This is an optimization exercise on Yosys and OpenROAD, whose aim is small area, a short achievable clock period and few clock cycles per item, not a production implementation. RTL that was checked went through simulation tests only; none was proved equivalent to the original. Power and IR drop assume default switching activity.

Design bellmanFordTop, start of the top module:
module bellmanFordTop (
    input  logic                          clock,
    input  logic                          reset,
    input  logic                          start,
    input  bellmanFordPkg::nodeId_t       source,
    input  bellmanFordPkg::nodeId_t       destination,
    input  bellmanFordPkg::nodeId_t       nodeCount,
    output logic                          graphReadEnable,
    output bellmanFordPkg::graphAddress_t graphAddress,
    input  bellmanFordPkg::graphLine_t    graphData,
    output logic                          outWriteEnable,
    output bellmanFordPkg::graphAddress_t outAddress,
    output bellmanFordPkg::distance_t     outData,
    output logic                          busy,
    output logic                          finish,
    output logic                          negCycle
);
Size: about 980 flip-flops, roughly 200 I/O pins.
==> flow/config.mk <==
export PLATFORM = sky130hd
export DESIGN_NAME = bellmanFordTop
export DESIGN_NICKNAME = bellmanFordTop
export VERILOG_FILES = /design/flow/design.v
export SDC_FILE = /design/flow/constraint.sdc
export NUM_CORES = 4
export LEC_CHECK = 0
export CAP_MARGIN = 20
export CORE_MARGIN = 2
export CORE_UTILIZATION = 40
export SETUP_SLACK_MARGIN = 4.0
export SLEW_MARGIN = 20
export TNS_END_PERCENT = 100
==> flow/constraint.sdc <==
create_clock -name core_clock -period 8.0 [get_ports {clock}]
set_input_delay 1.6000 -clock core_clock [delete_from_list [all_inputs] [get_ports {clock}]]
set_output_delay 1.6000 -clock core_clock [all_outputs]
set_load 0.01 [all_outputs]
run.sh (not shown) runs the stock make flow with config.mk's settings and CLKGATE_MAP_FILE= SYNTH_SCRIPT=/design/flow/synth_recipe.tcl, a recipe that flattens the netlist after the stock synthesis.
The baseline passed the timing, design-rule and antenna checks.
Testbench counts at the start, summed over its fixed seeds: cycles 17,922, queries 96.
Next try:
Settings changed: SETUP_SLACK_MARGIN 4.0 to 5.0.
Outcome:
- The changed run ran to the end with no violations
- register-to-register slack gains 380 ps
- power went up by a few percent
- worst setup slack improves by 380 ps
- routed wire length increases by a little under a tenth
- sequential power stays flat
- sequential cell count does not change
- combinational power increases by well over a third
- clock power shrinks by a few percent
- via count rose by a few percent

the reference run:
Another version of the RTL of bellmanFordTop (not shown whole).
For scale: ~4,000 cells after synthesis, ~860 flip-flops, ~200 I/O pins.
==> flow/design.v (excerpt) <==
module bellmanFordTop (
    input  logic                          clock,
    input  logic                          reset,
    input  logic                          start,
    input  bellmanFordPkg::nodeId_t       source,
    input  bellmanFordPkg::nodeId_t       destination,
    input  bellmanFordPkg::nodeId_t       nodeCount,
    output logic                          graphReadEnable,
    output bellmanFordPkg::graphAddress_t graphAddress,
    input  bellmanFordPkg::graphLine_t    graphData,
    output logic                          outWriteEnable,
    output bellmanFordPkg::graphAddress_t outAddress,
    output bellmanFordPkg::distance_t     outData,
    output logic                          busy,
    output logic                          finish,
    output logic                          negCycle
);
make LEC_CHECK=0 ABC_AREA=1 CAP_MARGIN=20 CORE_MARGIN=2 CORE_UTILIZATION=40 CTS_CLUSTER_DIAMETER=100 CTS_CLUSTER_SIZE=24 SETUP_SLACK_MARGIN=5.0 SLEW_MARGIN=20 TNS_END_PERCENT=100 finish   # period 8.0 ns
Testbench counts of the reference run, summed over its fixed seeds: cycles 19,110, queries 96.
Modified inputs, the trial run compared to the reference run
-- flow/config.mk --
<<< the reference run, line 10
export CORE_MARGIN = 2
export CORE_UTILIZATION = 40
export CTS_CLUSTER_DIAMETER = 100
export CTS_CLUSTER_SIZE = 24
export SETUP_SLACK_MARGIN = 5.0
export SLEW_MARGIN = 20
>>> the trial run, line 10
export CORE_MARGIN = 2
export CORE_UTILIZATION = 40
export CTS_CLUSTER_DIAMETER = 90
export CTS_CLUSTER_SIZE = 20
export SETUP_SLACK_MARGIN = 5.0
export SLEW_MARGIN = 20
Notes after the runs:
The trial run reached the end of the flow, and the finished layout is clean on the timing, design-rule and antenna checks. The trial run vs the reference run: share of power burned in registers down in the trial run. Between the trial run and the reference run, the worst hold slack does not differ in any meaningful way. Overall routing resource usage: the reference run vs the trial run, no meaningful difference. Setup slack in the trial run is larger than in the reference run.

Setup of run 1:
Starting RTL as in the previous note.
Settings: LEC_CHECK=0, ABC_AREA=1, CAP_MARGIN=20, CORE_MARGIN=2, CORE_UTILIZATION=40, CTS_CLUSTER_DIAMETER=90, CTS_CLUSTER_SIZE=20, SETUP_SLACK_MARGIN=5.0, SLEW_MARGIN=20, TNS_END_PERCENT=40; clock period 8.0 ns.
Run 1 completed every stage of the flow, and the final layout passed the timing, design-rule and antenna checks.
Testbench counts of run 1, summed over its fixed seeds: cycles 19,110, queries 96.
[inputs] run 2 vs run 1
- TNS_END_PERCENT: 40 -> 100
- CORE_UTILIZATION: 40 -> 50
[summary]
Run 2: PASS, flow complete, no timing, DRC or antenna violations. Summary — fraction of area in registers, run 2 relative to run 1: higher, by 0.51 points. Growth of design area from synthesis to finish: run 2 vs run 1 down 1.1 points. Run 1 has lower global-route usage than run 2. Re number of ordinary and repair buffers in the finished layout: run 2 is 11 up on run 1. Run comparison: run 2 cell with the largest stage delay on the worst path sky130_fd_sc_hd__a21oi_4; run 1 cell with the largest stage delay on the worst path sky130_fd_sc_hd__nor4_2. Taking run 1 as the reference point, the combinational power of run 2 falls by about 2%. Final instance area was higher in the run labelled run 1. The type of the worst setup path comes out input pin to register in one run and register to register in the other, namely in run 2 and run 1 respectively. Between run 2 and run 1, the difference in flip-flop and latch power is negligible. Measured against each other, run 2 and run 1 differ in count of inverters other than clock inverters in the layout, the higher figure coming from run 1. Looking at critical path depth, run 2 sits 6 higher than run 1 does. Core area in run 2 is 19000 um^2 lower than in run 1.
Modified inputs, run 3 compared to run 2
- changing CORE_UTILIZATION from 50 to 40
- changing TNS_END_PERCENT from 100 to 10
Notes after the runs:
The total of fill cells in the finished design reported for run 3 is greater than that of run 2 by 35%. Design area of run 3 is on par with run 2. Between run 2 and run 3, initial antenna violation count is lower for run 3, run 2 comes in above that. Fraction of layout cells with a size suffix above 1 ends up higher on run 2. A highest-delay cell along the critical path of sky130_fd_sc_hd__clkdlybuf4s50_1 is what run 3 shows, while sky130_fd_sc_hd__a21oi_4 belongs to run 2. Looking at post-layout total power across both flows, run 3 is the stronger of the two, with run 2 trailing. In the reports for run 2 and run 3, the larger part of the power in combinational logic belongs to run 2. Clock group share of total power: run 2 vs run 3 — no meaningful difference. In the reports for run 2 and run 3, the smaller clock-pin slew on the worst setup and hold paths belongs to run 2. Overall die area in run 3 is about 25% higher than in run 2. Every run (run 2 and run 3) finished clean.
What run 4 does differently from run 3 at the input level:
- CTS_CLUSTER_SIZE: 20 -> 16
- TNS_END_PERCENT: 10 -> 100
- CTS_BUF_LIST: unset -> sky130_fd_sc_hd__clkbuf_8
- CTS_CLUSTER_DIAMETER: 90 -> 80
Notes after the runs:
[run 4 vs run 3] wire length of the first global-routing pass: higher in run 4
On clock-buffer cell count: between run 3 and run 4, it ends up lower for run 4.
Looking at total power across run 3 and run 4, the one that comes out lower is run 4.
Diff run 4..run 3 | overflow left after global routing | unchanged

Another version of the RTL of bellmanFordTop (not shown whole).
Size: roughly 2,500 cells after synthesis, ~820 flip-flops, about 200 I/O pins, roughly 35,000 sq um of cells after synthesis.
clock: 8.0 ns
lec_check: 0
abc_clock_period_in_ps: 3000
cap_margin: 20
core_margin: 2
core_utilization: 40
setup_slack_margin: 5.0
slew_margin: 20
tns_end_percent: 100
Then changed:
- ABC_CLOCK_PERIOD_IN_PS: 3000 -> unset
- SETUP_SLACK_MARGIN: 5.0 -> unset
- TNS_END_PERCENT: 100 -> unset
Result: Synthesized area does not change. Total power went down by 5.1%. Via count drops by 11%. Critical path depth fell by 6. Final area is lower by 14%. Die area stays the same. Count of clock-buffer cells in the layout is higher by 6. Global-route usage fell by 2.9 points. Setup slack is worse by 1.2 ns.
No functional check of the RTL was part of any run of this note.

bellmanFordTop, a different RTL version from the one above (not shown whole).
For scale: ~3,400 cells after synthesis, ~810 flip-flops, roughly 200 I/O pins, about 36,000 sq um of cells after synthesis.
Settings: LEC_CHECK=0, ABC_AREA=1, CAP_MARGIN=20, CORE_MARGIN=2, CORE_UTILIZATION=40, SETUP_SLACK_MARGIN=5.0, SLEW_MARGIN=20, TNS_END_PERCENT=100; clock period 8.0 ns.
The starting point finished clean.
Testbench counts at the start, summed over its fixed seeds: cycles 22,568, queries 96.
Next try:
CORE_UTILIZATION = 55   (was 40)
Result: Worst hold slack degrades by 14 ps. Sequential power barely changes. Non-clock buffer count decreases by 2. Wire length hardly moves.

main:
bellmanFordTop with an RTL version that a note above also has.
Size: roughly 2500 cells after synthesis, about 0.035 sq mm of cells after synthesis.
Settings: LEC_CHECK=0, CAP_MARGIN=20, CORE_MARGIN=2, CORE_UTILIZATION=30, SETUP_SLACK_MARGIN=5.0, SLEW_MARGIN=20, TNS_END_PERCENT=100; clock period 8.0 ns.
Looking at the reports, main completed the entire flow and the layout it produced met the timing, design-rule and antenna checks.
For the feature branch, these inputs were changed with respect to main:
diff --git a/flow/config.mk b/flow/config.mk
--- a/flow/config.mk
+++ b/flow/config.mk
@@ -8,5 +8,5 @@
 export CAP_MARGIN = 20
 export CORE_MARGIN = 2
-export CORE_UTILIZATION = 30
+export CORE_UTILIZATION = 40
 export SETUP_SLACK_MARGIN = 5.0
 export SLEW_MARGIN = 20
==> summary.txt <==
In the reports for main and the feature branch, the larger worst endpoint required time belongs to main. The feature branch vs. main: post-CTS setup buffer count shrank by about 13%, ratio of total power to cell area shrank by 3.1%, power consumption shrank by 0.25 mW, routed wire length grew by about 1.7%. Taking main as the reference point, the detailed route wirelength on metal2 of the feature branch rises by 2.3 mm. Taking the feature branch over main, the detailed-route wire length per cell ratio works out to 1.09.
No functional check of the RTL was part of any run of this note.

bellmanFordTop with an RTL version that a note above also has.
Size in the first run: roughly 4,000 cells after synthesis, roughly 860 flip-flops, roughly 39,000 µm² of cells after synthesis.
export LEC_CHECK = 0
export ABC_AREA = 1
export CAP_MARGIN = 20
export CORE_MARGIN = 2
export CORE_UTILIZATION = 40
export CTS_CLUSTER_DIAMETER = 90
export CTS_CLUSTER_SIZE = 20
export SETUP_SLACK_MARGIN = 5.0
export SLEW_MARGIN = 20
export TNS_END_PERCENT = 100
create_clock -name core_clock -period 8.0 [get_ports {clock}]
standard.sh (not shown) runs the stock make flow with config.mk's settings and CLKGATE_MAP_FILE= SYNTH_SCRIPT=/design/flow/synth_recipe.tcl, a recipe that flattens the netlist after the stock synthesis.
==> flow/flow/run.sh <==
#!/bin/bash
# Standard layout, with plain buffers (sky130_fd_sc_hd__buf_1) on the ports
# instead of the resizer's default choice.
set -euo pipefail
cd "$(dirname "$0")/.."
export BUFFER_PORTS_ARGS="-buffer_cell sky130_fd_sc_hd__buf_1"
bash standard.sh > make_finish.log 2>&1
Testbench counts at the start, summed over its fixed seeds: cycles 19,110, queries 96.
Next try:
==> flow/run.sh (new file) <==
#!/bin/bash
# synth_recipe.tcl (not shown) runs the flow's synth.tcl, then flattens the netlist and writes it again
# the make line also repeats each setting of config.mk as NAME=value (left out here)
make -C /OpenROAD-flow-scripts/flow DESIGN_CONFIG=/design/flow/config.mk WORK_HOME=/design/flow/orfs CLKGATE_MAP_FILE= SYNTH_SCRIPT=/design/flow/synth_recipe.tcl finish
- CTS_CLUSTER_DIAMETER: 90 -> not set
- CTS_CLUSTER_SIZE: 20 -> not set
removed: flow/flow/run.sh
removed: flow/standard.sh
Effect:
- global-route usage increases by 0.72 points
- area after synthesis stays the same
- power increases by roughly a tenth
- sequential power stays flat
- non-clock buffer count increases by 26
- first-iteration DRC count increases by a little under a tenth
- clock-buffer cell count increases by 34
- setup slack hardly moves
- wire length increases by a few percent
- via count increases by a few percent
- core utilization increases by 2.7 points

-- separate check: timing with driven ports --
How much do the figures lean on ideal ports? The routed layouts below were timed once more, with nothing changed but the port constraints.
Step 1 sets driving cells, clkbuf_16 on the clock port and buf_2 on the other inputs (assumed; they add their load-dependent delay and slew).
Step 2 moves the port delays by t, midway between the first and last clock arrival at a register: inputs arrive t later, outputs are due t later. That takes back most of the time a late clock gives input paths.
Three values: no drivers, after step 1, after step 2; two values: the first two.
run	t, ns	setup WS [ns]	worst hold slack (ns)	worst setup path after step 2
the first run of note 1	0.766	3.953 / 3.953 / 3.612	0.332 / 0.332 / 0.332	input to register
the second run of note 1	0.777	4.329 / 4.329 / 4.061	0.328 / 0.328 / 0.328	input to register
the reference run	0.685	5.004 / 4.969 / 4.332	0.345 / 0.345 / 0.345	input to register
the trial run	0.714	5.031 / 4.962 / 4.389	0.345 / 0.345 / 0.345	input to register
run 1	0.698	4.938 / 4.910 / 4.398	0.344 / 0.344 / 0.344	input to register
run 2	0.693	5.003 / 4.983 / 4.320	0.338 / 0.338 / 0.338	input to register
run 3	0.715	4.733 / 4.658 / 4.279	0.342 / 0.342 / 0.342	input to register
run 4	0.825	4.924 / 4.857 / 4.326	0.340 / 0.340 / 0.340	input to register
the first run of note 4	0.732	4.579 / 4.579 / 4.279	0.428 / 0.428 / 0.428	input to register
the second run of note 4	0.704	3.395 / 3.395 / 3.395	0.422 / 0.422 / 0.422	register to register
the first run of note 5	0.703	4.967 / 4.943 / 4.461	0.443 / 0.443 / 0.443	input to register
the second run of note 5	0.699	4.896 / 4.896 / 4.455	0.429 / 0.429 / 0.429	input to register
main	0.742	4.723 / 4.723 / 4.277	0.407 / 0.407 / 0.407	input to register
the feature branch	0.732	4.579 / 4.579 / 4.279	0.428 / 0.428 / 0.428	input to register
the first run of note 7	0.706	5.035 / 4.986 / 4.394	0.336 / 0.336 / 0.336	input to register
the second run of note 7	0.717	5.037 / 4.965 / 4.370	0.331 / 0.331 / 0.331	input to register
After both steps setup and hold are still met in every run listed. For run 2, which loses most, drivers alone change the setup slack by -0.020 ns; drivers and shift together by -0.683 ns.
